Source: an optimization exercise on an open RTL-to-GDS flow (aim: small area and a short achievable clock period). Production flows keep margins and buffers that such runs may drop. No functional check of the RTL was part of any run shown here.

## flow/design.v (module list and top-level ports; edited modules follow where they fit)
// module simple_ntt_core: 902 lines
// module ntt_fa: 4 lines
// module ntt_ha: 4 lines
module simple_ntt_core #(
  parameter int data_width      = 32,
  parameter int max_buffer_size = 4,
  parameter int modulus         = 3329,
  parameter int root            = 1729
) (
  input  logic                               clk,
  input  logic                               reset,
  input  logic [data_width-1:0]              input_buffer0,
  input  logic [data_width-1:0]              input_buffer1,
  input  logic [data_width-1:0]              input_buffer2,
  input  logic [data_width-1:0]              input_buffer3,
  input  logic [$clog2(max_buffer_size)-1:0] index,
  output logic [data_width-1:0]              output_buffer
);
  // ...
==> flow/flow/run.sh <==
#!/bin/bash
# The standard layout (standard.sh), except that the port buffers are
# made from the smallest buffer cell and the constant outputs share one tie cell.
export BUFFER_PORTS_ARGS="-buffer_cell sky130_fd_sc_hd__buf_1"
export SKIP_REPAIR_TIE_FANOUT=1
bash standard.sh > standard.log 2>&1
==> flow/standard.sh <==
#!/bin/bash
# synth_recipe.tcl (not shown) runs the flow's synth.tcl, then flattens the netlist and writes it again
# the make line also repeats each setting of config.mk as NAME=value (left out here)
make -C /OpenROAD-flow-scripts/flow DESIGN_CONFIG=/design/flow/config.mk WORK_HOME=/design/flow/orfs CLKGATE_MAP_FILE= SYNTH_SCRIPT=/design/flow/synth_recipe.tcl "${@:-finish}"
==> flow/config.mk <==
export PLATFORM = sky130hd
export DESIGN_NAME = simple_ntt_core
export DESIGN_NICKNAME = simple_ntt_core
export VERILOG_FILES = /design/flow/design.v
export SDC_FILE = /design/flow/constraint.sdc
export NUM_CORES = 4
export LEC_CHECK = 0
export CAP_MARGIN = 20
export CORE_MARGIN = 2
export CORE_UTILIZATION = 65
export CTS_BUF_LIST = sky130_fd_sc_hd__clkbuf_8
export PLACE_DENSITY = 0.75
export SLEW_MARGIN = 70
export SYNTH_HIERARCHICAL = 1
export SYNTH_MINIMUM_KEEP_SIZE = 0
==> flow/constraint.sdc <==
create_clock -name core_clock -period 55.0 [get_ports {clk}]
set_input_delay 11.0000 -clock core_clock [delete_from_list [all_inputs] [get_ports {clk}]]
set_output_delay 11.0000 -clock core_clock [all_outputs]
set_load 0.01 [all_outputs]
==> parameters.txt, run 1 <==
Parameter                              Value

Status
  Outcome ... finished clean

Drt
  Average via count per standard cell ... 5.38
  Highest metal layer used by the detailed router ... met4
  WL met2 ... 10600 microns
  Wl on met1 ... 8350 microns
  Number of search-and-repair iterations in the first detailed-routing pass ... 7

Synth
  Fraction of synthesized cell area in xor and xnor cells ... around 9.2%
  Main combinational cell family by area after synthesis ... adder cells
  Unique cell type count in the Yosys netlist ... 50
  Total standard cell area after synthesis ... roughly 0.0098 sq mm
  Synth Register Bits ... 55
  Post-synthesis mux area share ... roughly 2.1%

Final layout
  Growth of design area from synthesis to finish ... 7.26%
  Clock-cell share of area ... 0.771%
  Ratio of cells with drive above 1 in the final layout ... 3.89%
  Count of multi-input combinational gates ... ~570
  Finished layout cell area ... roughly 0.011 sq mm
  Area-dominant cell class after layout ... multi-input combinational cells

Critical path
  Worst r2r src ... k_r[0]
  Crit path buffers/inverters ... 3
  Slowest Stage Delay on Critical Path ... 0.64 ns

STA
  Setup Viol. Count Final ... 0

CTS
  Clock Pin Slew Worst Setup and Hold Paths ... 0.09 ns
  Quantity of hold-fixing buffers added after cts ... 0
  Clock tree from TritonCTS ... done
  Post-cts resize count ... 0

Floorplan
  Die span in x ... 127 microns
  Die height ... 127 microns

Placed design
  Last weighted congestion value of the routability-driven placer ... 0.970
  Post-DP HPWL ... 19100 microns
==> run 2, diff against run 1 <==
--- a/flow/design.v
+++ b/flow/design.v
@@ -8,18 +8,18 @@
   input  logic                               reset,
   input  logic [data_width-1:0]              input_buffer0,
   input  logic [data_width-1:0]              input_buffer1,
   input  logic [data_width-1:0]              input_buffer2,
   input  logic [data_width-1:0]              input_buffer3,
   input  logic [$clog2(max_buffer_size)-1:0] index,
   output logic [data_width-1:0]              output_buffer
 );
-  logic [19:0] rs;
-  logic [19:0] rt;
+  logic [21:0] rs;
+  logic [21:0] rt;
   logic [1:0] k_r;
   logic v_r;
   wire k0x = index[0];
   wire x1 = input_buffer2[0] ^ k0x;
   wire x2 = input_buffer2[1] ^ k0x;
   wire x3 = input_buffer2[2] ^ k0x;
   wire x4 = input_buffer2[3] ^ k0x;
   wire x5 = input_buffer2[4] ^ k0x;
@@ -291,27 +291,26 @@
   ntt_fa u166 (.a(c93), .b(s102), .c(c165), .s(s166), .co(c166));
   wire s167, c167;
   ntt_ha u167 (.a(c102), .b(s111), .s(s167), .co(c167));
   wire s168, c168;
   ntt_fa u168 (.a(c111), .b(s118), .c(c167), .s(s168), .co(c168));
   wire s169, c169;
   ntt_ha u169 (.a(c118), .b(s126), .s(s169), .co(c169));
   wire s170, c170;
-  ntt_fa u170 (.a(c126), .b(s135), .c(c169), .s(s170), .co(c170));
-  wire s171 = c135 ^ s145;
-  wire c172 = c135 & ~s145;
-  wire i173 = ~c145;
-  wire s174, c174;
-  ntt_fa u174 (.a(i173), .b(s154), .c(c172), .s(s174), .co(c174));
+  ntt_ha u170 (.a(c126), .b(s135), .s(s170), .co(c170));
+  wire i171 = ~s145;
+  wire s172, c172;
+  ntt_fa u172 (.a(c135), .b(i171), .c(c170), .s(s172), .co(c172));
+  wire s173 = c145 ^ s154;
+  wire c174 = ~c145 & s154;
   wire s175 = c154 ^ s157;
   wire c176 = c154 & ~s157;
-  wire i177 = ~c176;
-  wire s178, c178;
-  ntt_fa u178 (.a(c156), .b(c157), .c(i177), .s(s178), .co(c178));
+  wire s177 = c156 ^ c157;
+  wire c178 = ~(c156 | c157);
   wire x179 = input_buffer3[0] ^ k0x;
   wire x180 = input_buffer3[1] ^ k0x;
   wire x181 = input_buffer3[2] ^ k0x;
   wire x182 = input_buffer3[3] ^ k0x;
   wire x183 = input_buffer3[4] ^ k0x;
   wire x184 = input_buffer3[5] ^ k0x;
   wire x185 = input_buffer3[6] ^ k0x;
   wire x186 = input_buffer3[7] ^ k0x;
@@ -580,268 +579,302 @@
   ntt_fa u344 (.a(c271), .b(s280), .c(c343), .s(s344), .co(c344));
   wire s345, c345;
   ntt_ha u345 (.a(c280), .b(s289), .s(s345), .co(c345));
   wire s346, c346;
   ntt_fa u346 (.a(c289), .b(s296), .c(c345), .s(s346), .co(c346));
   wire s347, c347;
   ntt_ha u347 (.a(c296), .b(s304), .s(s347), .co(c347));
   wire s348, c348;
-  ntt_fa u348 (.a(c304), .b(s313), .c(c347), .s(s348), .co(c348));
-  wire s349 = c313 ^ s323;
-  wire c350 = c313 & ~s323;
-  wire i351 = ~c323;
-  wire s352, c352;
-  ntt_fa u352 (.a(i351), .b(s332), .c(c350), .s(s352), .co(c352));
+  ntt_ha u348 (.a(c304), .b(s313), .s(s348), .co(c348));
+  wire i349 = ~s323;
+  wire s350, c350;
+  ntt_fa u350 (.a(c313), .b(i349), .c(c348), .s(s350), .co(c350));
+  wire s351 = c323 ^ s332;
+  wire c352 = ~c323 & s332;
   wire s353 = c332 ^ s335;
   wire c354 = c332 & ~s335;
-  wire i355 = ~c354;
-  wire s356, c356;
-  ntt_fa u356 (.a(c334), .b(c335), .c(i355), .s(s356), .co(c356));
+  wire s355 = c334 ^ c335;
+  wire c356 = ~(c334 | c335);
   always_ff @(posedge clk) begin
-    rs <= {c178, s178, s175, c174, s174, s171, c170, s170, s169, c168, s168, s167, c166, s166, s165, c164, s164, s162, s161, s158};
-    rt <= {c356, s356, s353, c352, s352, s349, c348, s348, s347, c346, s346, s345, c344, s344, s343, c342, s342, s340, s339, s336};
+    rs <= {c178, s177, c176, s175, c174, s173, c172, s172, s170, c169, s169, c168, s168, s167, c166, s166, s165, c164, s164, s162, s161, s158};
+    rt <= {c356, s355, c354, s353, c352, s351, c350, s350, s348, c347, s347, c346, s346, s345, c344, s344, s343, c342, s342, s340, s339, s336};
     k_r <= index;
   end
   always_ff @(posedge clk or posedge reset) begin
     if (reset) v_r <= 1'b0;
     else       v_r <= 1'b1;
   end
   wire m357 = (k_r[1] ? (k_r[0] ? ~rt[1] : rt[0]) : (k_r[0] ? rt[1] : ~rt[0]));
-  wire m358 = (k_r[1] ? (k_r[0] ? rt[10] : ~rt[19]) : (k_r[0] ? ~rt[10] : rt[19]));
+  wire m358 = (k_r[1] ? (k_r[0] ? rt[10] : rt[21]) : (k_r[0] ? ~rt[10] : ~rt[21]));
   wire m359 = (k_r[1] ? (k_r[0] ? rt[11] : 1'b0) : (k_r[0] ? ~rt[11] : 1'b0));
   wire m360 = (k_r[1] ? (k_r[0] ? ~rt[2] : ~rt[1]) : (k_r[0] ? rt[2] : rt[1]));
-  wire m361 = (k_r[1] ? (k_r[0] ? rt[9] : ~rt[18]) : (k_r[0] ? ~rt[9] : rt[18]));
-  wire m362 = (k_r[1] ? (k_r[0] ? rt[12] : 1'b0) : (k_r[0] ? ~rt[12] : 1'b0));
-  wire m363 = (k_r[1] ? (k_r[0] ? rt[19] : 1'b0) : (k_r[0] ? ~rt[19] : 1'b0));
-  wire m364 = (k_r[1] ? (k_r[0] ? ~rt[3] : ~rt[2]) : (k_r[0] ? rt[3] : rt[2]));
-  wire m365 = (k_r[1] ? (k_r[0] ? rt[10] : ~rt[19]) : (k_r[0] ? ~rt[10] : rt[19]));
-  wire m366 = (k_r[1] ? (k_r[0] ? rt[11] : 1'b0) : (k_r[0] ? ~rt[11] : 1'b0));
-  wire m367 = (k_r[1] ? (k_r[0] ? rt[13] : 1'b0) : (k_r[0] ? ~rt[13] : 1'b0));
-  wire m368 = (k_r[1] ? (k_r[0] ? ~rt[14] : 1'b0) : (k_r[0] ? rt[14] : 1'b0));
+  wire m361 = (k_r[1] ? (k_r[0] ? rt[9] : rt[19]) : (k_r[0] ? ~rt[9] : ~rt[19]));
+  wire m362 = (k_r[1] ? (k_r[0] ? rt[12] : rt[20]) : (k_r[0] ? ~rt[12] : ~rt[20]));
+  wire m363 = (k_r[1] ? (k_r[0] ? rt[13] : 1'b0) : (k_r[0] ? ~rt[13] : 1'b0));
+  wire m364 = (k_r[1] ? (k_r[0] ? ~rt[21] : 1'b0) : (k_r[0] ? rt[21] : 1'b0));
+  wire m365 = (k_r[1] ? (k_r[0] ? ~rt[3] : ~rt[2]) : (k_r[0] ? rt[3] : rt[2]));
+  wire m366 = (k_r[1] ? (k_r[0] ? rt[10] : rt[21]) : (k_r[0] ? ~rt[10] : ~rt[21]));
+  wire m367 = (k_r[1] ? (k_r[0] ? rt[11] : 1'b0) : (k_r[0] ? ~rt[11] : 1'b0));
+  wire m368 = (k_r[1] ? (k_r[0] ? rt[14] : 1'b0) : (k_r[0] ? ~rt[14] : 1'b0));
   wire m369 = (k_r[1] ? (k_r[0] ? ~rt[4] : ~rt[3]) : (k_r[0] ? rt[4] : rt[3]));
   wire m370 = (k_r[1] ? (k_r[0] ? ~rt[5] : 1'b0) : (k_r[0] ? rt[5] : 1'b0));
   wire m371 = (k_r[1] ? (k_r[0] ? rt[12] : 1'b0) : (k_r[0] ? ~rt[12] : 1'b0));
-  wire m372 = (k_r[1] ? (k_r[0] ? rt[15] : 1'b0) : (k_r[0] ? ~rt[15] : 1'b0));
-  wire m373 = (k_r[1] ? (k_r[0] ? ~rt[6] : ~rt[4]) : (k_r[0] ? rt[6] : rt[4]));
-  wire m374 = (k_r[1] ? (k_r[0] ? rt[13] : ~rt[5]) : (k_r[0] ? ~rt[13] : rt[5]));
-  wire m375 = (k_r[1] ? (k_r[0] ? ~rt[14] : 1'b0) : (k_r[0] ? rt[14] : 1'b0));
-  wire m376 = (k_r[1] ? (k_r[0] ? rt[16] : 1'b0) : (k_r[0] ? ~rt[16] : 1'b0));
-  wire m377 = (k_r[1] ? (k_r[0] ? ~rt[17] : 1'b0) : (k_r[0] ? rt[17] : 1'b0));
-  wire m378 = (k_r[1] ? (k_r[0] ? ~rt[7] : ~rt[6]) : (k_r[0] ? rt[7] : rt[6]));
-  wire m379 = (k_r[1] ? (k_r[0] ? ~rt[8] : 1'b0) : (k_r[0] ? rt[8] : 1'b0));
-  wire m380 = (k_r[1] ? (k_r[0] ? rt[15] : 1'b0) : (k_r[0] ? ~rt[15] : 1'b0));
-  wire m381 = (k_r[1] ? (k_r[0] ? ~rt[18] : 1'b0) : (k_r[0] ? rt[18] : 1'b0));
-  wire m382 = (k_r[1] ? (k_r[0] ? ~rt[0] : ~rt[7]) : (k_r[0] ? rt[0] : rt[7]));
-  wire m383 = (k_r[1] ? (k_r[0] ? ~rt[9] : ~rt[8]) : (k_r[0] ? rt[9] : rt[8]));
-  wire m384 = (k_r[1] ? (k_r[0] ? rt[16] : 1'b0) : (k_r[0] ? ~rt[16] : 1'b0));
-  wire m385 = (k_r[1] ? (k_r[0] ? ~rt[17] : 1'b0) : (k_r[0] ? rt[17] : 1'b0));
-  wire m386 = (k_r[1] ? (k_r[0] ? ~rt[19] : 1'b0) : (k_r[0] ? rt[19] : 1'b0));
-  wire m387 = (k_r[1] ? (k_r[0] ? ~rt[1] : ~rt[9]) : (k_r[0] ? rt[1] : rt[9]));
-  wire m388 = (k_r[1] ? (k_r[0] ? rt[10] : 1'b0) : (k_r[0] ? ~rt[10] : 1'b0));
-  wire m389 = (k_r[1] ? (k_r[0] ? rt[11] : 1'b0) : (k_r[0] ? ~rt[11] : 1'b0));
-  wire m390 = (k_r[1] ? (k_r[0] ? ~rt[18] : 1'b0) : (k_r[0] ? rt[18] : 1'b0));
-  wire m391 = (k_r[1] ? (k_r[0] ? rt[19] : ~rt[19]) : (k_r[0] ? ~rt[19] : rt[19]));
-  wire m392 = (k_r[1] ? (k_r[0] ? ~rt[2] : ~rt[10]) : (k_r[0] ? rt[2] : rt[10]));
-  wire m393 = (k_r[1] ? (k_r[0] ? rt[12] : ~rt[11]) : (k_r[0] ? ~rt[12] : rt[11]));
-  wire m394 = (k_r[1] ? (k_r[0] ? rt[0] : ~rt[12]) : (k_r[0] ? ~rt[0] : rt[12]));
-  wire m395 = (k_r[1] ? (k_r[0] ? ~rt[3] : ~rt[18]) : (k_r[0] ? rt[3] : rt[18]));
-  wire m396 = (k_r[1] ? (k_r[0] ? rt[9] : 1'b0) : (k_r[0] ? ~rt[9] : 1'b0));
-  wire m397 = (k_r[1] ? (k_r[0] ? rt[13] : 1'b0) : (k_r[0] ? ~rt[13] : 1'b0));
-  wire m398 = (k_r[1] ? (k_r[0] ? ~rt[14] : 1'b0) : (k_r[0] ? rt[14] : 1'b0));
-  wire m399 = (k_r[1] ? (k_r[0] ? ~rt[4] : ~rt[13]) : (k_r[0] ? rt[4] : rt[13]));
-  wire m400 = (k_r[1] ? (k_r[0] ? ~rt[5] : rt[14]) : (k_r[0] ? rt[5] : ~rt[14]));
-  wire m401 = (k_r[1] ? (k_r[0] ? rt[15] : 1'b0) : (k_r[0] ? ~rt[15] : 1'b0));
-  wire m402 = (k_r[1] ? (k_r[0] ? ~rt[0] : ~rt[15]) : (k_r[0] ? rt[0] : rt[15]));
-  wire m403 = (k_r[1] ? (k_r[0] ? ~rt[6] : rt[18]) : (k_r[0] ? rt[6] : ~rt[18]));
-  wire m404 = (k_r[1] ? (k_r[0] ? ~rt[9] : 1'b0) : (k_r[0] ? rt[9] : 1'b0));
-  wire m405 = (k_r[1] ? (k_r[0] ? rt[16] : 1'b0) : (k_r[0] ? ~rt[16] : 1'b0));
-  wire m406 = (k_r[1] ? (k_r[0] ? ~rt[17] : 1'b0) : (k_r[0] ? rt[17] : 1'b0));
-  wire m407 = (k_r[1] ? (k_r[0] ? ~rt[19] : 1'b0) : (k_r[0] ? rt[19] : 1'b0));
-  wire m408 = (k_r[1] ? (k_r[0] ? ~rt[7] : ~rt[16]) : (k_r[0] ? rt[7] : rt[16]));
-  wire m409 = (k_r[1] ? (k_r[0] ? ~rt[8] : rt[17]) : (k_r[0] ? rt[8] : ~rt[17]));
-  wire m410 = (k_r[1] ? (k_r[0] ? ~rt[18] : 1'b0) : (k_r[0] ? rt[18] : 1'b0));
-  wire kc411 = (k_r[1] ? (k_r[0] ? 1'b0 : 1'b0) : (k_r[0] ? 1'b1 : 1'b1));
-  wire kc412 = (k_r[1] ? (k_r[0] ? 1'b0 : 1'b0) : (k_r[0] ? 1'b1 : 1'b0));
-  wire kc413 = (k_r[1] ? (k_r[0] ? 1'b1 : 1'b0) : (k_r[0] ? 1'b1 : 1'b0));
-  wire kc414 = (k_r[1] ? (k_r[0] ? 1'b0 : 1'b1) : (k_r[0] ? 1'b1 : 1'b1));
-  wire kc415 = (k_r[1] ? (k_r[0] ? 1'b0 : 1'b1) : (k_r[0] ? 1'b0 : 1'b1));
-  wire kc416 = (k_r[1] ? (k_r[0] ? 1'b0 : 1'b0) : (k_r[0] ? 1'b0 : 1'b1));
-  wire kc417 = (k_r[1] ? (k_r[0] ? 1'b0 : 1'b1) : (k_r[0] ? 1'b1 : 1'b0));
-  wire kc418 = (k_r[1] ? (k_r[0] ? 1'b0 : 1'b1) : (k_r[0] ? 1'b1 : 1'b0));
-  wire kc419 = (k_r[1] ? (k_r[0] ? 1'b0 : 1'b0) : (k_r[0] ? 1'b1 : 1'b0));
+  wire m372 = (k_r[1] ? (k_r[0] ? rt[13] : 1'b0) : (k_r[0] ? ~rt[13] : 1'b0));
+  wire m373 = (k_r[1] ? (k_r[0] ? rt[15] : 1'b0) : (k_r[0] ? ~rt[15] : 1'b0));
+  wire m374 = (k_r[1] ? (k_r[0] ? ~rt[16] : 1'b0) : (k_r[0] ? rt[16] : 1'b0));
+  wire m375 = (k_r[1] ? (k_r[0] ? ~rt[6] : ~rt[4]) : (k_r[0] ? rt[6] : rt[4]));
+  wire m376 = (k_r[1] ? (k_r[0] ? rt[14] : ~rt[5]) : (k_r[0] ? ~rt[14] : rt[5]));
+  wire m377 = (k_r[1] ? (k_r[0] ? rt[17] : 1'b0) : (k_r[0] ? ~rt[17] : 1'b0));
+  wire m378 = (k_r[1] ? (k_r[0] ? ~rt[18] : 1'b0) : (k_r[0] ? rt[18] : 1'b0));
+  wire m379 = (k_r[1] ? (k_r[0] ? ~rt[7] : ~rt[6]) : (k_r[0] ? rt[7] : rt[6]));
+  wire m380 = (k_r[1] ? (k_r[0] ? ~rt[8] : 1'b0) : (k_r[0] ? rt[8] : 1'b0));
+  wire m381 = (k_r[1] ? (k_r[0] ? rt[15] : 1'b0) : (k_r[0] ? ~rt[15] : 1'b0));
+  wire m382 = (k_r[1] ? (k_r[0] ? ~rt[16] : 1'b0) : (k_r[0] ? rt[16] : 1'b0));
+  wire m383 = (k_r[1] ? (k_r[0] ? rt[19] : 1'b0) : (k_r[0] ? ~rt[19] : 1'b0));
+  wire m384 = (k_r[1] ? (k_r[0] ? rt[20] : 1'b0) : (k_r[0] ? ~rt[20] : 1'b0));
+  wire m385 = (k_r[1] ? (k_r[0] ? ~rt[0] : ~rt[7]) : (k_r[0] ? rt[0] : rt[7]));
+  wire m386 = (k_r[1] ? (k_r[0] ? ~rt[9] : ~rt[8]) : (k_r[0] ? rt[9] : rt[8]));
+  wire m387 = (k_r[1] ? (k_r[0] ? rt[17] : 1'b0) : (k_r[0] ? ~rt[17] : 1'b0));
+  wire m388 = (k_r[1] ? (k_r[0] ? ~rt[18] : 1'b0) : (k_r[0] ? rt[18] : 1'b0));
+  wire m389 = (k_r[1] ? (k_r[0] ? rt[21] : 1'b0) : (k_r[0] ? ~rt[21] : 1'b0));
+  wire m390 = (k_r[1] ? (k_r[0] ? ~rt[1] : ~rt[9]) : (k_r[0] ? rt[1] : rt[9]));
+  wire m391 = (k_r[1] ? (k_r[0] ? rt[10] : 1'b0) : (k_r[0] ? ~rt[10] : 1'b0));
+  wire m392 = (k_r[1] ? (k_r[0] ? rt[11] : 1'b0) : (k_r[0] ? ~rt[11] : 1'b0));
+  wire m393 = (k_r[1] ? (k_r[0] ? rt[19] : 1'b0) : (k_r[0] ? ~rt[19] : 1'b0));
+  wire m394 = (k_r[1] ? (k_r[0] ? rt[20] : 1'b0) : (k_r[0] ? ~rt[20] : 1'b0));
+  wire m395 = (k_r[1] ? (k_r[0] ? ~rt[21] : rt[21]) : (k_r[0] ? rt[21] : ~rt[21]));
+  wire m396 = (k_r[1] ? (k_r[0] ? ~rt[2] : ~rt[10]) : (k_r[0] ? rt[2] : rt[10]));
+  wire m397 = (k_r[1] ? (k_r[0] ? rt[12] : ~rt[11]) : (k_r[0] ? ~rt[12] : rt[11]));
+  wire m398 = (k_r[1] ? (k_r[0] ? rt[13] : 1'b0) : (k_r[0] ? ~rt[13] : 1'b0));
+  wire m399 = (k_r[1] ? (k_r[0] ? rt[0] : ~rt[12]) : (k_r[0] ? ~rt[0] : rt[12]));
+  wire m400 = (k_r[1] ? (k_r[0] ? ~rt[3] : ~rt[13]) : (k_r[0] ? rt[3] : rt[13]));
+  wire m401 = (k_r[1] ? (k_r[0] ? rt[9] : rt[19]) : (k_r[0] ? ~rt[9] : ~rt[19]));
+  wire m402 = (k_r[1] ? (k_r[0] ? rt[14] : rt[20]) : (k_r[0] ? ~rt[14] : ~rt[20]));
+  wire m403 = (k_r[1] ? (k_r[0] ? ~rt[4] : ~rt[14]) : (k_r[0] ? rt[4] : rt[14]));
+  wire m404 = (k_r[1] ? (k_r[0] ? ~rt[5] : 1'b0) : (k_r[0] ? rt[5] : 1'b0));
+  wire m405 = (k_r[1] ? (k_r[0] ? rt[15] : 1'b0) : (k_r[0] ? ~rt[15] : 1'b0));
+  wire m406 = (k_r[1] ? (k_r[0] ? ~rt[16] : 1'b0) : (k_r[0] ? rt[16] : 1'b0));
+  wire m407 = (k_r[1] ? (k_r[0] ? ~rt[0] : ~rt[15]) : (k_r[0] ? rt[0] : rt[15]));
+  wire m408 = (k_r[1] ? (k_r[0] ? ~rt[6] : rt[16]) : (k_r[0] ? rt[6] : ~rt[16]));
+  wire m409 = (k_r[1] ? (k_r[0] ? ~rt[9] : ~rt[19]) : (k_r[0] ? rt[9] : rt[19]));
+  wire m410 = (k_r[1] ? (k_r[0] ? rt[17] : ~rt[20]) : (k_r[0] ? ~rt[17] : rt[20]));
+  wire m411 = (k_r[1] ? (k_r[0] ? ~rt[18] : 1'b0) : (k_r[0] ? rt[18] : 1'b0));
+  wire m412 = (k_r[1] ? (k_r[0] ? rt[21] : 1'b0) : (k_r[0] ? ~rt[21] : 1'b0));
+  wire m413 = (k_r[1] ? (k_r[0] ? ~rt[7] : ~rt[17]) : (k_r[0] ? rt[7] : rt[17]));
+  wire m414 = (k_r[1] ? (k_r[0] ? ~rt[8] : rt[18]) : (k_r[0] ? rt[8] : ~rt[18]));
+  wire m415 = (k_r[1] ? (k_r[0] ? rt[19] : 1'b0) : (k_r[0] ? ~rt[19] : 1'b0));
+  wire m416 = (k_r[1] ? (k_r[0] ? rt[20] : 1'b0) : (k_r[0] ? ~rt[20] : 1'b0));
+  wire kc417 = (k_r[1] ? (k_r[0] ? 1'b0 : 1'b1) : (k_r[0] ? 1'b0 : 1'b1));
+  wire kc418 = (k_r[1] ? (k_r[0] ? 1'b1 : 1'b1) : (k_r[0] ? 1'b0 : 1'b0));
+  wire kc419 = (k_r[1] ? (k_r[0] ? 1'b0 : 1'b1) : (k_r[0] ? 1'b0 : 1'b1));
   wire kc420 = (k_r[1] ? (k_r[0] ? 1'b0 : 1'b1) : (k_r[0] ? 1'b1 : 1'b1));
-  wire i421 = ~rs[0];
-  wire s422, c422;
-  ntt_fa u422 (.a(i421), .b(rs[19]), .c(kc411), .s(s422), .co(c422));
-  wire s423, c423;
-  ntt_fa u423 (.a(m357), .b(m358), .c(m359), .s(s423), .co(c423));
-  wire s424, c424;
-  ntt_fa u424 (.a(rs[1]), .b(rs[18]), .c(kc412), .s(s424), .co(c424));
-  wire s425, c425;
-  ntt_fa u425 (.a(m360), .b(m361), .c(m362), .s(s425), .co(c425));
-  wire s426, c426;
-  ntt_fa u426 (.a(m363), .b(c422), .c(s424), .s(s426), .co(c426));
-  wire s427, c427;
-  ntt_ha u427 (.a(c423), .b(s425), .s(s427), .co(c427));
-  wire s428, c428;
-  ntt_fa u428 (.a(rs[2]), .b(rs[19]), .c(kc413), .s(s428), .co(c428));
+  wire kc421 = (k_r[1] ? (k_r[0] ? 1'b0 : 1'b0) : (k_r[0] ? 1'b1 : 1'b0));
+  wire kc422 = (k_r[1] ? (k_r[0] ? 1'b0 : 1'b1) : (k_r[0] ? 1'b0 : 1'b1));
+  wire kc423 = (k_r[1] ? (k_r[0] ? 1'b0 : 1'b0) : (k_r[0] ? 1'b1 : 1'b1));
+  wire kc424 = (k_r[1] ? (k_r[0] ? 1'b0 : 1'b1) : (k_r[0] ? 1'b1 : 1'b0));
+  wire kc425 = (k_r[1] ? (k_r[0] ? 1'b1 : 1'b1) : (k_r[0] ? 1'b1 : 1'b0));
+  wire kc426 = (k_r[1] ? (k_r[0] ? 1'b0 : 1'b0) : (k_r[0] ? 1'b1 : 1'b0));
+  wire kc427 = (k_r[1] ? (k_r[0] ? 1'b0 : 1'b1) : (k_r[0] ? 1'b0 : 1'b1));
+  wire i428 = ~kc417;
   wire s429, c429;
-  ntt_fa u429 (.a(m364), .b(m365), .c(m366), .s(s429), .co(c429));
+  ntt_fa u429 (.a(rs[0]), .b(rs[21]), .c(i428), .s(s429), .co(c429));
   wire s430, c430;
-  ntt_fa u430 (.a(m367), .b(m368), .c(c424), .s(s430), .co(c430));
-  wire s431, c431;
-  ntt_fa u431 (.a(s428), .b(c425), .c(s429), .s(s431), .co(c431));
+  ntt_fa u430 (.a(m357), .b(m358), .c(m359), .s(s430), .co(c430));
+  wire i431 = ~rs[1];
   wire s432, c432;
-  ntt_fa u432 (.a(c427), .b(c426), .c(s430), .s(s432), .co(c432));
+  ntt_fa u432 (.a(i431), .b(rs[19]), .c(rs[20]), .s(s432), .co(c432));
   wire s433, c433;
-  ntt_fa u433 (.a(rs[3]), .b(m369), .c(m370), .s(s433), .co(c433));
+  ntt_fa u433 (.a(kc418), .b(m360), .c(m361), .s(s433), .co(c433));
   wire s434, c434;
-  ntt_fa u434 (.a(m371), .b(m372), .c(c428), .s(s434), .co(c434));
+  ntt_fa u434 (.a(m362), .b(m363), .c(m364), .s(s434), .co(c434));
   wire s435, c435;
-  ntt_fa u435 (.a(c429), .b(s433), .c(c430), .s(s435), .co(c435));
-  wire s436, c436;
-  ntt_fa u436 (.a(s434), .b(c431), .c(c432), .s(s436), .co(c436));
-  wire s437, c437;
-  ntt_fa u437 (.a(rs[4]), .b(rs[5]), .c(kc414), .s(s437), .co(c437));
-  wire s438, c438;
-  ntt_fa u438 (.a(m373), .b(m374), .c(m375), .s(s438), .co(c438));
+  ntt_fa u435 (.a(c430), .b(s433), .c(s434), .s(s435), .co(c435));
+  wire s436 = s432 ^ c429;
+  wire c437 = ~(s432 | c429);
+  wire i438 = ~rs[21];
   wire s439, c439;
-  ntt_fa u439 (.a(m376), .b(m377), .c(s437), .s(s439), .co(c439));
+  ntt_fa u439 (.a(rs[2]), .b(i438), .c(kc419), .s(s439), .co(c439));
   wire s440, c440;
-  ntt_fa u440 (.a(c433), .b(s438), .c(c434), .s(s440), .co(c440));
+  ntt_fa u440 (.a(m365), .b(m366), .c(m367), .s(s440), .co(c440));
   wire s441, c441;
-  ntt_fa u441 (.a(s439), .b(c435), .c(s440), .s(s441), .co(c441));
+  ntt_fa u441 (.a(m368), .b(s439), .c(c433), .s(s441), .co(c441));
   wire s442, c442;
-  ntt_fa u442 (.a(rs[6]), .b(kc415), .c(m378), .s(s442), .co(c442));
-  wire s443, c443;
-  ntt_fa u443 (.a(m379), .b(m380), .c(m381), .s(s443), .co(c443));
+  ntt_fa u442 (.a(c434), .b(s440), .c(c437), .s(s442), .co(c442));
+  wire i443 = ~c432;
   wire s444, c444;
-  ntt_fa u444 (.a(c437), .b(c438), .c(s442), .s(s444), .co(c444));
+  ntt_fa u444 (.a(i443), .b(c435), .c(s441), .s(s444), .co(c444));
   wire s445, c445;
-  ntt_fa u445 (.a(s443), .b(c439), .c(s444), .s(s445), .co(c445));
+  ntt_fa u445 (.a(rs[3]), .b(kc420), .c(m369), .s(s445), .co(c445));
   wire s446, c446;
-  ntt_ha u446 (.a(c440), .b(s445), .s(s446), .co(c446));
+  ntt_fa u446 (.a(m370), .b(m371), .c(m372), .s(s446), .co(c446));
   wire s447, c447;
-  ntt_fa u447 (.a(rs[7]), .b(rs[8]), .c(kc416), .s(s447), .co(c447));
+  ntt_fa u447 (.a(m373), .b(m374), .c(c439), .s(s447), .co(c447));
   wire s448, c448;
-  ntt_fa u448 (.a(m382), .b(m383), .c(m384), .s(s448), .co(c448));
+  ntt_fa u448 (.a(c440), .b(s445), .c(s446), .s(s448), .co(c448));
   wire s449, c449;
-  ntt_fa u449 (.a(m385), .b(m386), .c(s447), .s(s449), .co(c449));
+  ntt_fa u449 (.a(s447), .b(c441), .c(c442), .s(s449), .co(c449));
   wire s450, c450;
-  ntt_fa u450 (.a(c442), .b(c443), .c(s448), .s(s450), .co(c450));
+  ntt_ha u450 (.a(s448), .b(c444), .s(s450), .co(c450));
   wire s451, c451;
-  ntt_fa u451 (.a(s449), .b(c444), .c(s450), .s(s451), .co(c451));
+  ntt_fa u451 (.a(rs[4]), .b(rs[5]), .c(kc421), .s(s451), .co(c451));
   wire s452, c452;
-  ntt_ha u452 (.a(c445), .b(s451), .s(s452), .co(c452));
+  ntt_fa u452 (.a(m375), .b(m376), .c(m377), .s(s452), .co(c452));
   wire s453, c453;
-  ntt_fa u453 (.a(rs[9]), .b(kc417), .c(m387), .s(s453), .co(c453));
+  ntt_fa u453 (.a(m378), .b(s451), .c(c445), .s(s453), .co(c453));
   wire s454, c454;
-  ntt_fa u454 (.a(m388), .b(m389), .c(m390), .s(s454), .co(c454));
+  ntt_fa u454 (.a(c446), .b(s452), .c(c447), .s(s454), .co(c454));
   wire s455, c455;
-  ntt_fa u455 (.a(c447), .b(c448), .c(s453), .s(s455), .co(c455));
+  ntt_fa u455 (.a(c448), .b(s453), .c(s454), .s(s455), .co(c455));
   wire s456, c456;
-  ntt_fa u456 (.a(s454), .b(c449), .c(c450), .s(s456), .co(c456));
+  ntt_ha u456 (.a(c449), .b(c450), .s(s456), .co(c456));
   wire s457, c457;
-  ntt_fa u457 (.a(s455), .b(s456), .c(c451), .s(s457), .co(c457));
+  ntt_fa u457 (.a(rs[6]), .b(kc422), .c(m379), .s(s457), .co(c457));
   wire s458, c458;
-  ntt_fa u458 (.a(rs[10]), .b(rs[11]), .c(rs[19]), .s(s458), .co(c458));
+  ntt_fa u458 (.a(m380), .b(m381), .c(m382), .s(s458), .co(c458));
   wire s459, c459;
-  ntt_fa u459 (.a(kc418), .b(m391), .c(m392), .s(s459), .co(c459));
+  ntt_fa u459 (.a(m383), .b(m384), .c(c451), .s(s459), .co(c459));
   wire s460, c460;
-  ntt_fa u460 (.a(m393), .b(s458), .c(c453), .s(s460), .co(c460));
+  ntt_fa u460 (.a(c452), .b(s457), .c(s458), .s(s460), .co(c460));
   wire s461, c461;
-  ntt_fa u461 (.a(c454), .b(s459), .c(c455), .s(s461), .co(c461));
+  ntt_fa u461 (.a(s459), .b(c453), .c(s460), .s(s461), .co(c461));
   wire s462, c462;
-  ntt_fa u462 (.a(s460), .b(c456), .c(s461), .s(s462), .co(c462));
+  ntt_fa u462 (.a(c454), .b(s461), .c(c455), .s(s462), .co(c462));
   wire s463, c463;
-  ntt_fa u463 (.a(rs[12]), .b(rs[18]), .c(kc419), .s(s463), .co(c463));
+  ntt_fa u463 (.a(rs[7]), .b(rs[8]), .c(kc423), .s(s463), .co(c463));
   wire s464, c464;
-  ntt_fa u464 (.a(c458), .b(m394), .c(m395), .s(s464), .co(c464));
+  ntt_fa u464 (.a(m385), .b(m386), .c(m387), .s(s464), .co(c464));
   wire s465, c465;
-  ntt_fa u465 (.a(m396), .b(m397), .c(m398), .s(s465), .co(c465));
+  ntt_fa u465 (.a(m388), .b(m389), .c(s463), .s(s465), .co(c465));
   wire s466, c466;
-  ntt_fa u466 (.a(s463), .b(c459), .c(s464), .s(s466), .co(c466));
+  ntt_fa u466 (.a(c457), .b(c458), .c(s464), .s(s466), .co(c466));
   wire s467, c467;
-  ntt_fa u467 (.a(s465), .b(c460), .c(s466), .s(s467), .co(c467));
+  ntt_fa u467 (.a(c459), .b(s465), .c(c460), .s(s467), .co(c467));
   wire s468, c468;
-  ntt_ha u468 (.a(c461), .b(s467), .s(s468), .co(c468));
-  wire s469 = rs[13] ^ ~rs[14];
-  wire c470 = rs[13] | ~rs[14];
+  ntt_fa u468 (.a(s466), .b(s467), .c(c461), .s(s468), .co(c468));
+  wire s469, c469;
+  ntt_fa u469 (.a(rs[9]), .b(kc424), .c(m390), .s(s469), .co(c469));
+  wire s470, c470;
+  ntt_fa u470 (.a(m391), .b(m392), .c(m393), .s(s470), .co(c470));
   wire s471, c471;
-  ntt_fa u471 (.a(m399), .b(m400), .c(m401), .s(s471), .co(c471));
+  ntt_fa u471 (.a(m394), .b(c463), .c(c464), .s(s471), .co(c471));
   wire s472, c472;
-  ntt_fa u472 (.a(c463), .b(c464), .c(c465), .s(s472), .co(c472));
+  ntt_fa u472 (.a(s469), .b(s470), .c(c465), .s(s472), .co(c472));
   wire s473, c473;
-  ntt_fa u473 (.a(s471), .b(c466), .c(s472), .s(s473), .co(c473));
-  wire i474 = ~s469;
+  ntt_fa u473 (.a(c466), .b(s471), .c(s472), .s(s473), .co(c473));
+  wire s474, c474;
+  ntt_ha u474 (.a(c467), .b(s473), .s(s474), .co(c474));
   wire s475, c475;
-  ntt_fa u475 (.a(i474), .b(s473), .c(c467), .s(s475), .co(c475));
+  ntt_fa u475 (.a(rs[10]), .b(rs[11]), .c(i438), .s(s475), .co(c475));
   wire s476, c476;
-  ntt_fa u476 (.a(rs[15]), .b(c470), .c(kc420), .s(s476), .co(c476));
+  ntt_fa u476 (.a(m395), .b(m396), .c(m397), .s(s476), .co(c476));
   wire s477, c477;
-  ntt_fa u477 (.a(m402), .b(m403), .c(m404), .s(s477), .co(c477));
+  ntt_fa u477 (.a(m398), .b(s475), .c(c469), .s(s477), .co(c477));
   wire s478, c478;
-  ntt_fa u478 (.a(m405), .b(m406), .c(m407), .s(s478), .co(c478));
+  ntt_fa u478 (.a(c470), .b(s476), .c(c471), .s(s478), .co(c478));
   wire s479, c479;
-  ntt_fa u479 (.a(s476), .b(c471), .c(s477), .s(s479), .co(c479));
-  wire i480 = ~rs[18];
-  wire s481, c481;
-  ntt_fa u481 (.a(i480), .b(s478), .c(c472), .s(s481), .co(c481));
+  ntt_fa u479 (.a(s477), .b(c472), .c(s478), .s(s479), .co(c479));
+  wire s480, c480;
+  ntt_ha u480 (.a(c473), .b(s479), .s(s480), .co(c480));
+  wire i481 = ~rs[19];
   wire s482, c482;
-  ntt_fa u482 (.a(s479), .b(c473), .c(s481), .s(s482), .co(c482));
+  ntt_fa u482 (.a(rs[12]), .b(rs[13]), .c(i481), .s(s482), .co(c482));
   wire s483, c483;
-  ntt_fa u483 (.a(rs[16]), .b(m408), .c(m409), .s(s483), .co(c483));
-  wire i484 = ~rs[17];
+  ntt_fa u483 (.a(kc425), .b(m399), .c(m400), .s(s483), .co(c483));
+  wire s484, c484;
+  ntt_fa u484 (.a(m401), .b(m402), .c(c475), .s(s484), .co(c484));
   wire s485, c485;
-  ntt_fa u485 (.a(i484), .b(m410), .c(c476), .s(s485), .co(c485));
-  wire s486, c486;
-  ntt_fa u486 (.a(c477), .b(c478), .c(s483), .s(s486), .co(c486));
+  ntt_fa u485 (.a(s482), .b(c476), .c(s483), .s(s485), .co(c485));
+  wire i486 = ~rs[20];
   wire s487, c487;
-  ntt_fa u487 (.a(s485), .b(c479), .c(s486), .s(s487), .co(c487));
+  ntt_fa u487 (.a(i486), .b(s484), .c(c477), .s(s487), .co(c487));
   wire s488, c488;
-  ntt_ha u488 (.a(c481), .b(s487), .s(s488), .co(c488));
+  ntt_fa u488 (.a(s485), .b(c478), .c(s487), .s(s488), .co(c488));
   wire s489, c489;
-  ntt_fa u489 (.a(c483), .b(c485), .c(c486), .s(s489), .co(c489));
+  ntt_ha u489 (.a(c479), .b(s488), .s(s489), .co(c489));
   wire s490, c490;
-  ntt_ha u490 (.a(s489), .b(c487), .s(s490), .co(c490));
+  ntt_fa u490 (.a(rs[14]), .b(kc426), .c(m403), .s(s490), .co(c490));
   wire s491, c491;
-  ntt_ha u491 (.a(s422), .b(s423), .s(s491), .co(c491));
+  ntt_fa u491 (.a(m404), .b(m405), .c(m406), .s(s491), .co(c491));
   wire s492, c492;
-  ntt_fa u492 (.a(s426), .b(s427), .c(c491), .s(s492), .co(c492));
+  ntt_fa u492 (.a(c482), .b(c483), .c(c484), .s(s492), .co(c492));
   wire s493, c493;
-  ntt_fa u493 (.a(s431), .b(s432), .c(c492), .s(s493), .co(c493));
+  ntt_fa u493 (.a(s490), .b(s491), .c(c485), .s(s493), .co(c493));
   wire s494, c494;
-  ntt_fa u494 (.a(s435), .b(s436), .c(c493), .s(s494), .co(c494));
+  ntt_fa u494 (.a(s492), .b(c487), .c(s493), .s(s494), .co(c494));
   wire s495, c495;
-  ntt_fa u495 (.a(c436), .b(s441), .c(c494), .s(s495), .co(c495));
+  ntt_ha u495 (.a(c488), .b(s494), .s(s495), .co(c495));
   wire s496, c496;
-  ntt_fa u496 (.a(c441), .b(s446), .c(c495), .s(s496), .co(c496));
+  ntt_fa u496 (.a(rs[15]), .b(rs[19]), .c(rs[20]), .s(s496), .co(c496));
   wire s497, c497;
-  ntt_fa u497 (.a(c446), .b(s452), .c(c496), .s(s497), .co(c497));
+  ntt_fa u497 (.a(kc427), .b(m407), .c(m408), .s(s497), .co(c497));
   wire s498, c498;
-  ntt_fa u498 (.a(c452), .b(s457), .c(c497), .s(s498), .co(c498));
-  wire s499, c499;
-  ntt_fa u499 (.a(c457), .b(s462), .c(c498), .s(s499), .co(c499));
+  ntt_fa u498 (.a(m409), .b(m410), .c(m411), .s(s498), .co(c498));
+  wire i499 = ~rs[16];
   wire s500, c500;
-  ntt_fa u500 (.a(c462), .b(s468), .c(c499), .s(s500), .co(c500));
+  ntt_fa u500 (.a(i499), .b(m412), .c(s496), .s(s500), .co(c500));
   wire s501, c501;
-  ntt_fa u501 (.a(c468), .b(s475), .c(c500), .s(s501), .co(c501));
+  ntt_fa u501 (.a(c490), .b(c491), .c(s497), .s(s501), .co(c501));
   wire s502, c502;
-  ntt_fa u502 (.a(c475), .b(s482), .c(c501), .s(s502), .co(c502));
+  ntt_fa u502 (.a(s498), .b(s500), .c(c492), .s(s502), .co(c502));
   wire s503, c503;
-  ntt_fa u503 (.a(c482), .b(s488), .c(c502), .s(s503), .co(c503));
+  ntt_fa u503 (.a(s501), .b(c493), .c(s502), .s(s503), .co(c503));
   wire s504, c504;
-  ntt_fa u504 (.a(c488), .b(s490), .c(c503), .s(s504), .co(c504));
+  ntt_ha u504 (.a(c494), .b(s503), .s(s504), .co(c504));
   wire s505, c505;
-  ntt_fa u505 (.a(c489), .b(c490), .c(c504), .s(s505), .co(c505));
-  wire [4:0] hv506 = {c505, s505, s504, s503, s502};
+  ntt_fa u505 (.a(rs[17]), .b(c496), .c(m413), .s(s505), .co(c505));
+  wire s506, c506;
+  ntt_fa u506 (.a(m414), .b(m415), .c(m416), .s(s506), .co(c506));
+  wire s507, c507;
+  ntt_fa u507 (.a(c497), .b(c498), .c(c500), .s(s507), .co(c507));
+  wire i508 = ~rs[18];
+  wire s509, c509;
+  ntt_fa u509 (.a(i508), .b(s505), .c(s506), .s(s509), .co(c509));
+  wire s510, c510;
+  ntt_fa u510 (.a(c501), .b(s507), .c(s509), .s(s510), .co(c510));
+  wire s511, c511;
+  ntt_fa u511 (.a(c502), .b(s510), .c(c503), .s(s511), .co(c511));
+  wire s512, c512;
+  ntt_fa u512 (.a(c505), .b(c506), .c(c507), .s(s512), .co(c512));
+  wire s513, c513;
+  ntt_fa u513 (.a(c509), .b(s512), .c(c510), .s(s513), .co(c513));
+  wire s514 = s429 ^ s430;
+  wire c515 = ~s429 & s430;
+  wire s516, c516;
+  ntt_fa u516 (.a(s435), .b(s436), .c(c515), .s(s516), .co(c516));
+  wire s517, c517;
+  ntt_fa u517 (.a(s442), .b(s444), .c(c516), .s(s517), .co(c517));
+  wire s518, c518;
+  ntt_fa u518 (.a(s449), .b(s450), .c(c517), .s(s518), .co(c518));
+  wire s519, c519;
+  ntt_fa u519 (.a(s455), .b(s456), .c(c518), .s(s519), .co(c519));
+  wire s520, c520;
+  ntt_fa u520 (.a(c456), .b(s462), .c(c519), .s(s520), .co(c520));
+  wire s521, c521;
+  ntt_fa u521 (.a(c462), .b(s468), .c(c520), .s(s521), .co(c521));
+  wire s522, c522;
+  ntt_fa u522 (.a(c468), .b(s474), .c(c521), .s(s522), .co(c522));
+  wire s523, c523;
+  ntt_fa u523 (.a(c474), .b(s480), .c(c522), .s(s523), .co(c523));
+  wire s524, c524;
+  ntt_fa u524 (.a(c480), .b(s489), .c(c523), .s(s524), .co(c524));
+  wire s525, c525;
+  ntt_fa u525 (.a(c489), .b(s495), .c(c524), .s(s525), .co(c525));
+  wire s526, c526;
+  ntt_fa u526 (.a(c495), .b(s504), .c(c525), .s(s526), .co(c526));
+  wire s527, c527;
+  ntt_fa u527 (.a(c504), .b(s511), .c(c526), .s(s527), .co(c527));
+  wire s528, c528;
+  ntt_fa u528 (.a(c511), .b(s513), .c(c527), .s(s528), .co(c528));
+  wire s529, c529;
+  ntt_fa u529 (.a(c512), .b(c513), .c(c528), .s(s529), .co(c529));
+  wire [4:0] hv530 = {c529, s529, s528, s527, s526};
   logic [11:0] tv;
   always_comb begin
-    case (hv506)
+    case (hv530)
       5'd0: tv = 12'd0;
       5'd1: tv = 12'd2048;
       5'd2: tv = 12'd767;
       5'd3: tv = 12'd2815;
       5'd4: tv = 12'd1534;
       5'd5: tv = 12'd253;
       5'd6: tv = 12'd2301;
       5'd7: tv = 12'd1020;
@@ -858,46 +891,51 @@
       5'd18: tv = 12'd245;
       5'd19: tv = 12'd2293;
       5'd20: tv = 12'd1012;
       5'd21: tv = 12'd3060;
       5'd22: tv = 12'd1779;
       5'd23: tv = 12'd498;
       5'd24: tv = 12'd2546;
       5'd25: tv = 12'd1265;
+      5'd26: tv = 12'd3313;
+      5'd27: tv = 12'd2032;
+      5'd28: tv = 12'd751;
+      5'd29: tv = 12'd2799;
+      5'd30: tv = 12'd1518;
       default: tv = 12'd0;
     endcase
   end
-  wire s507, c507;
-  ntt_ha u507 (.a(s491), .b(tv[0]), .s(s507), .co(c507));
-  wire s508, c508;
-  ntt_fa u508 (.a(s492), .b(tv[1]), .c(c507), .s(s508), .co(c508));
-  wire s509, c509;
-  ntt_fa u509 (.a(s493), .b(tv[2]), .c(c508), .s(s509), .co(c509));
-  wire s510, c510;
-  ntt_fa u510 (.a(s494), .b(tv[3]), .c(c509), .s(s510), .co(c510));
-  wire s511, c511;
-  ntt_fa u511 (.a(s495), .b(tv[4]), .c(c510), .s(s511), .co(c511));
-  wire s512, c512;
-  ntt_fa u512 (.a(s496), .b(tv[5]), .c(c511), .s(s512), .co(c512));
-  wire s513, c513;
-  ntt_fa u513 (.a(s497), .b(tv[6]), .c(c512), .s(s513), .co(c513));
-  wire s514, c514;
-  ntt_fa u514 (.a(s498), .b(tv[7]), .c(c513), .s(s514), .co(c514));
-  wire s515, c515;
-  ntt_fa u515 (.a(s499), .b(tv[8]), .c(c514), .s(s515), .co(c515));
-  wire s516, c516;
-  ntt_fa u516 (.a(s500), .b(tv[9]), .c(c515), .s(s516), .co(c516));
-  wire s517, c517;
-  ntt_fa u517 (.a(s501), .b(tv[10]), .c(c516), .s(s517), .co(c517));
-  wire s518, c518;
-  ntt_ha u518 (.a(tv[11]), .b(c517), .s(s518), .co(c518));
-  wire [12:0] y519 = {c518, s518, s517, s516, s515, s514, s513, s512, s511, s510, s509, s508, s507};
-  wire [13:0] yq = {1'b0, y519} - 14'd3329;
-  wire [11:0] res = yq[13] ? y519[11:0] : yq[11:0];
+  wire s531 = s514 ^ tv[0];
+  wire c532 = ~s514 & tv[0];
+  wire s533, c533;
+  ntt_fa u533 (.a(s516), .b(tv[1]), .c(c532), .s(s533), .co(c533));
+  wire s534, c534;
+  ntt_fa u534 (.a(s517), .b(tv[2]), .c(c533), .s(s534), .co(c534));
+  wire s535, c535;
+  ntt_fa u535 (.a(s518), .b(tv[3]), .c(c534), .s(s535), .co(c535));
+  wire s536, c536;
+  ntt_fa u536 (.a(s519), .b(tv[4]), .c(c535), .s(s536), .co(c536));
+  wire s537, c537;
+  ntt_fa u537 (.a(s520), .b(tv[5]), .c(c536), .s(s537), .co(c537));
+  wire s538, c538;
+  ntt_fa u538 (.a(s521), .b(tv[6]), .c(c537), .s(s538), .co(c538));
+  wire s539, c539;
+  ntt_fa u539 (.a(s522), .b(tv[7]), .c(c538), .s(s539), .co(c539));
+  wire s540, c540;
+  ntt_fa u540 (.a(s523), .b(tv[8]), .c(c539), .s(s540), .co(c540));
+  wire s541, c541;
+  ntt_fa u541 (.a(s524), .b(tv[9]), .c(c540), .s(s541), .co(c541));
+  wire s542, c542;
+  ntt_fa u542 (.a(s525), .b(tv[10]), .c(c541), .s(s542), .co(c542));
+  wire s543, c543;
+  ntt_ha u543 (.a(tv[11]), .b(c542), .s(s543), .co(c543));
+  wire [12:0] y544 = {c543, s543, s542, s541, s540, s539, s538, s537, s536, s535, s534, s533, ~s531};
+  wire [13:0] yq = {1'b0, y544} - 14'd3329;
+  wire [11:0] res = yq[13] ? y544[11:0] : yq[11:0];
   logic [11:0] out_r;
   always_ff @(posedge clk or posedge reset) begin
     if (reset) out_r <= 12'd0;
     else       out_r <= res & {12{v_r}};
   end
   assign output_buffer = {20'd0, out_r};
 endmodule
 module ntt_fa (input logic a, input logic b, input logic c, output logic s, output logic co);
==> parameters.txt, run 2 <==
Parameter                              Value

CTS
  Insertion delay to the later sink of the worst-skew pair ... 0.34 ns (was 0.31 ns)
  Clock tree from TritonCTS ... done (unchanged)
  Number of buffers created by CTS ... 9 (was 5)
  Post-cts resize count ... 0 (unchanged)
  Quantity of hold-fixing buffers added after cts ... 0 (unchanged)
  Root Buffer ... sky130_fd_sc_hd__clkbuf_8 (unchanged)
  Clock sink count ... 59 (was 55)
  Level count of the clock H-tree ... 3 (was 2)
  Clock tree buffer depth ... 2 (unchanged)
  Buffers inserted during post-CTS setup optimization ... 0 (unchanged)
  Clock Pin Slew Worst Setup and Hold Paths ... 0.06 ns (was 0.09 ns)

Drt
  Routed len/inst ... 18.2 microns (was 19.3 microns)
  Total number of vias ... 5963 (was 5696)
  WL final ... 20800 microns (was 20400 microns)
  Average via count per standard cell ... 5.22 (was 5.38)
  Number of search-and-repair iterations in the first detailed-routing pass ... 6 (was 7)
  Starting DRC count in detailed routing ... 184 (was 303)
  Drc violations ... 0 (unchanged)
  Post-DRT Antenna Nets ... 0 (unchanged)

Placed design
  Post-DP HPWL ... 19100 microns (about the same)
  Post-Place Cell Area ... 0.0110 sq mm (was 0.0104 sq mm)
  Last weighted congestion value of the routability-driven placer ... 0.899 (was 0.970)
  Count of buffers inserted at the top-level ports ... 143 (unchanged)

Synth
  Synth Register Bits ... 59 (was 55)
  Count of mapped cells out of synthesis ... 811 (was 762)
  Number of synthesized flops with an enable pin ... 0 (unchanged)
  Post-Synthesis Net Count ... 1290 (was 1229)
  Total standard cell area after synthesis ... 0.0104 sq mm (was 0.00984 sq mm)
  Top cells by area in the synthesized netlist ... sky130_fd_sc_hd__fa_1 (55%), sky130_fd_sc_hd__dfxtp_1 (8.9%), sky130_fd_sc_hd__ha_1 (7.2%), sky130_fd_sc_hd__xor2_1 (6.3%), sky130_fd_sc_hd__inv_1 (3.5%) (was sky130_fd_sc_hd__fa_1 (57%), sky130_fd_sc_hd__dfxtp_1 (8.5%), sky130_fd_sc_hd__ha_1 (7.0%), sky130_fd_sc_hd__xor2_1 (6.2%), sky130_fd_sc_hd__inv_1 (3.4%))
  Post-synthesis sequential area ratio ... 12.0% (was 11.9%)
  Leading area contributor after synthesis ... sky130_fd_sc_hd__fa_1 (unchanged)
  Most common library cells after synthesis ... sky130_fd_sc_hd__fa_1 (287), sky130_fd_sc_hd__inv_1 (96), sky130_fd_sc_hd__xor2_1 (74) (was sky130_fd_sc_hd__fa_1 (280), sky130_fd_sc_hd__inv_1 (88), sky130_fd_sc_hd__xor2_1 (70))
  Unique cell type count in the Yosys netlist ... 43 (was 50)
  Dominant register cell in the synthesized netlist ... sky130_fd_sc_hd__dfxtp_1 (unchanged)
  Share of the synthesized area in the top cell type ... 55.4% (was 57.0%)
  Syn. warnings ... 7 (unchanged)
  Post-synthesis async set-or-reset flop share ... 22.0% (was 23.6%)
  Dominant cell by count in the synthesized netlist ... sky130_fd_sc_hd__fa_1 (unchanged)
  Post-Synthesis Mean Instance Area ... 12.8 sq um (was 12.9 sq um)

Floorplan
  Die height ... 130 microns (was 127 microns)
  Effective utilization at floorplan ... 66.0% (was 67.2%)
  I/O pin count ... 164 (unchanged)
  Die span in x ... 130 microns (was 127 microns)
  Number of standard-cell rows in the floorplan ... 46 (was 44)
  Die ar. ... 0.0170 sq mm (was 0.0161 sq mm)
  Floorplan core area ... 0.0157 sq mm (was 0.0146 sq mm)

Critical path
  Family with the most delay on the worst path ... adder cells (unchanged)
  Logic depth of the worst register-to-register path ... 38 (was 39)
  Cells traversed along the worst timing path ... clkbuf_4 -> buf_8 -> buf_12 -> xor2_1 -> ha_1 -> fa_1 -> fa_1 -> fa_1 -> fa_1 -> fa_1 -> fa_1 -> fa_1 -> fa_1 -> fa_1 (unchanged)
  Cell depth of the worst setup path ... 14 (unchanged)
  Setup Crit Path Kind ... primary input to flop (unchanged)
  Type of element launching the critical path ... primary input (unchanged)
  Crit path buffers/inverters ... 3 (unchanged)
  Worst r2r src ... k_r[0] (unchanged)
  Worst R2R Setup Slack ... 40.40 ns (was 40.27 ns)
  Critical-path cell with the highest stage delay ... sky130_fd_sc_hd__fa_1 (unchanged)
  Kind of end point of the critical path ... flop (unchanged)
  Critical path endpoint ... rs[3] (unchanged)
  FF-to-FF End ... out_r[3] (was out_r[10])
  Launching element of the worst setup path ... index[0] (unchanged)
  Slowest Stage Delay on Critical Path ... 0.66 ns (was 0.64 ns)
  Data required time at the worst endpoint ... 55.22 ns (was 55.19 ns)
  Data arrival at the endpoint of the critical path ... 16.05 ns (was 16.07 ns)
  Cell seen most often among critical-path stages ... sky130_fd_sc_hd__fa_1 (unchanged)
  Worst Path Max Fanout ... 35 (was 36)

STA
  Final clock skew ... 0.00586 ns (was 0.00545 ns)
  Setup Viol. Count Final ... 0 (unchanged)
  Final Hold Fails ... 0 (unchanged)
  Post-route minimum period ... 15.83 ns (was 15.89 ns)
  Number of slew-limit violations in the final report ... 0 (unchanged)
  RSZ-0062 raised after global routing ... false (unchanged)
  Sum of negative setup slack ... 0 ns (unchanged)
  Worst-case hold slack ... 0.732 ns (was 0.685 ns)
  Max Freq ... 0.0632 GHz (was 0.0629 GHz)
  Final period util ... 28.8% (was 28.9%)

Global routing
  Global routing usage summed across all routing layers ... 27.0% (was 27.7%)
  Number of antenna violations at the first check in global routing ... 0 (unchanged)
  Maximum number of pins on one net before global-route repair ... 37 (unchanged)
  Number of global-route vias before repair ... 6839 (was 6744)
  Gr ovfl total ... 0 (unchanged)
  Global-route wire length before repair ... 33900 microns (about the same)

Final layout
  Antenna Cells ... 0 (unchanged)
  Biggest regs ... rs: 22 flops, rt: 22 flops, out_r: 12 flops (was rs: 20 flops, rt: 20 flops, out_r: 12 flops)
  Number of nets in the finished design ... 1402 (was 1340)
  Most used cells in the layout excluding fill and tap cells ... sky130_fd_sc_hd__fa_1 (285), sky130_fd_sc_hd__buf_1 (142), sky130_fd_sc_hd__inv_1 (96) (was sky130_fd_sc_hd__fa_1 (278), sky130_fd_sc_hd__buf_1 (142), sky130_fd_sc_hd__inv_1 (88))
  Most common library cell in the layout ignoring fill and taps ... sky130_fd_sc_hd__fa_1 (unchanged)
  Ratio of cells with drive above 1 in the final layout ... 4.64% (was 3.89%)
  Finished layout cell area ... 0.0112 sq mm (was 0.0106 sq mm)
  Growth of design area from synthesis to finish ... 8.15% (was 7.26%)
  Share of the core filled with cells in the final layout ... 71.4% (was 72.1%)

Status
  Outcome ... finished clean (unchanged)

Flow run
  Number of max-capacitance violations reported ... 0 (unchanged)

Worst hold path
  Class of the tightest hold or removal check ... flop to flop (unchanged)
## run 2: changes by cell type after synthesis, moves of 7 or more
cell                       delta
sky130_fd_sc_hd__clkbuf_1     -8
sky130_fd_sc_hd__inv_1        +8
sky130_fd_sc_hd__nand2b_1     +8
sky130_fd_sc_hd__o21ai_0     -12
sky130_fd_sc_hd__mux2i_1     +14
sky130_fd_sc_hd__fa_1         +7
sky130_fd_sc_hd__a21oi_1     +10
## run 2: worst reg2reg max path, delay by kind of cell, from the launching register on
family          cells  cell delay (ns)
fa+ha+maj          27            11.31
mux                 3             1.02
compound gates      3             0.71
buf+inv             2             0.52
simple gates        2             0.44
flops               1             0.32
xor+xnor            1             0.20
## run 2: how the worst min path moves through the flow
stage	startpoint	endpoint	slack [ns]	depth (start not counted)
2_1_floorplan	v_r	out_r[3]	0.55	2
3_3_place_gp	v_r	out_r[1]	0.86	1
3_5_place_dp	v_r	out_r[1]	0.72	1
4_1_cts	v_r	out_r[1]	0.73	1
5_1_grt	v_r	out_r[1]	0.76	1
6_report	v_r	out_r[1]	0.73	1
## run 2: cell type report
type | instances | area (sq um)
Clock buffer | 11 | 151
Timing Repair Buffer | 147 | 594
Clock inverter | 4 | 42.5
Tap cell | 216 | 270
Sequential cell | 59 | 1250
Inverter | 97 | 367
Fill cell | 1126 | 4500
Multi-Input combinational cell | 609 | 8540
## run 2: cells by family after synthesis
| logic type | after synthesis | share of synthesized area (%) |
|---|---|---|
| compound gates | 48 | 2.92 |
| xor+xnor | 102 | 8.62 |
| fa+ha+maj | 347 | 62.7 |
| buf+inv | 143 | 6.20 |
| flops | 59 | 12.0 |
| mux | 34 | 3.68 |
| other cells | 2 | 0.0724 |
| simple gates | 76 | 3.83 |
## run 2: routing by layer
| layer | part of all wire (%) | GRT usage [%] |
|---|---|---|
| met1 | 40 | 34.3 |
| met2 | 52 | 48.2 |
| met3 | 5.5 | 4.51 |
| met4 | 2.6 | 7.97 |
| met5 | 0 | 0 |
## run 2: stage by stage
step                std cells  setup WS, ns
floorplan                 811         39.27
global placement         1127         38.65
detailed placement       1128         38.80
CTS                      1143         39.18
global route             1143         39.00
finish                   1143         39.17
## run 2: Yosys stat by module, one instance, submodules excluded
| module | cell area, sq um | cells inside | flip-flops and latches |
|---|---|---|---|
| ntt_fa | 20.0 | 1 | 0 |
| ntt_ha | 12.5 | 1 | 0 |
| simple_ntt_core | 4200 | 490 | 59 |

static timing again, ports no longer ideal:
Ports are ideal in the flow. The routed layouts listed here were re-timed in OpenROAD.
Step 1 (the two cells are an assumption about what drives the block):
set clk [get_ports {clk}]
set_driving_cell -lib_cell sky130_fd_sc_hd__clkbuf_16 $clk
set_driving_cell -lib_cell sky130_fd_sc_hd__buf_2 [delete_from_list [all_inputs] $clk]
Step 2 also shifts input and output timing later by t, the mid clock arrival at the registers, as if the neighbouring blocks saw the same clock.
a / b / c = ideal ports / drivers / drivers and shift; a / b = the first two.
| run | t (ns) | setup WS [ns] | worst register clock-pin slew, ns | cell pins on the clock port's net |
|---|---|---|---|---|
| run 1 | 0.342 | 39.114 / 39.125 / 38.783 | 0.09 / 0.09 | 1 |
| run 2 | 0.373 | 39.166 / 39.176 / 38.803 | 0.06 / 0.06 | 1 |
After both steps every run listed still meets setup and hold. The setup slack of run 2, which loses most, moves by +0.010 ns with the drivers and by -0.363 ns with both steps.
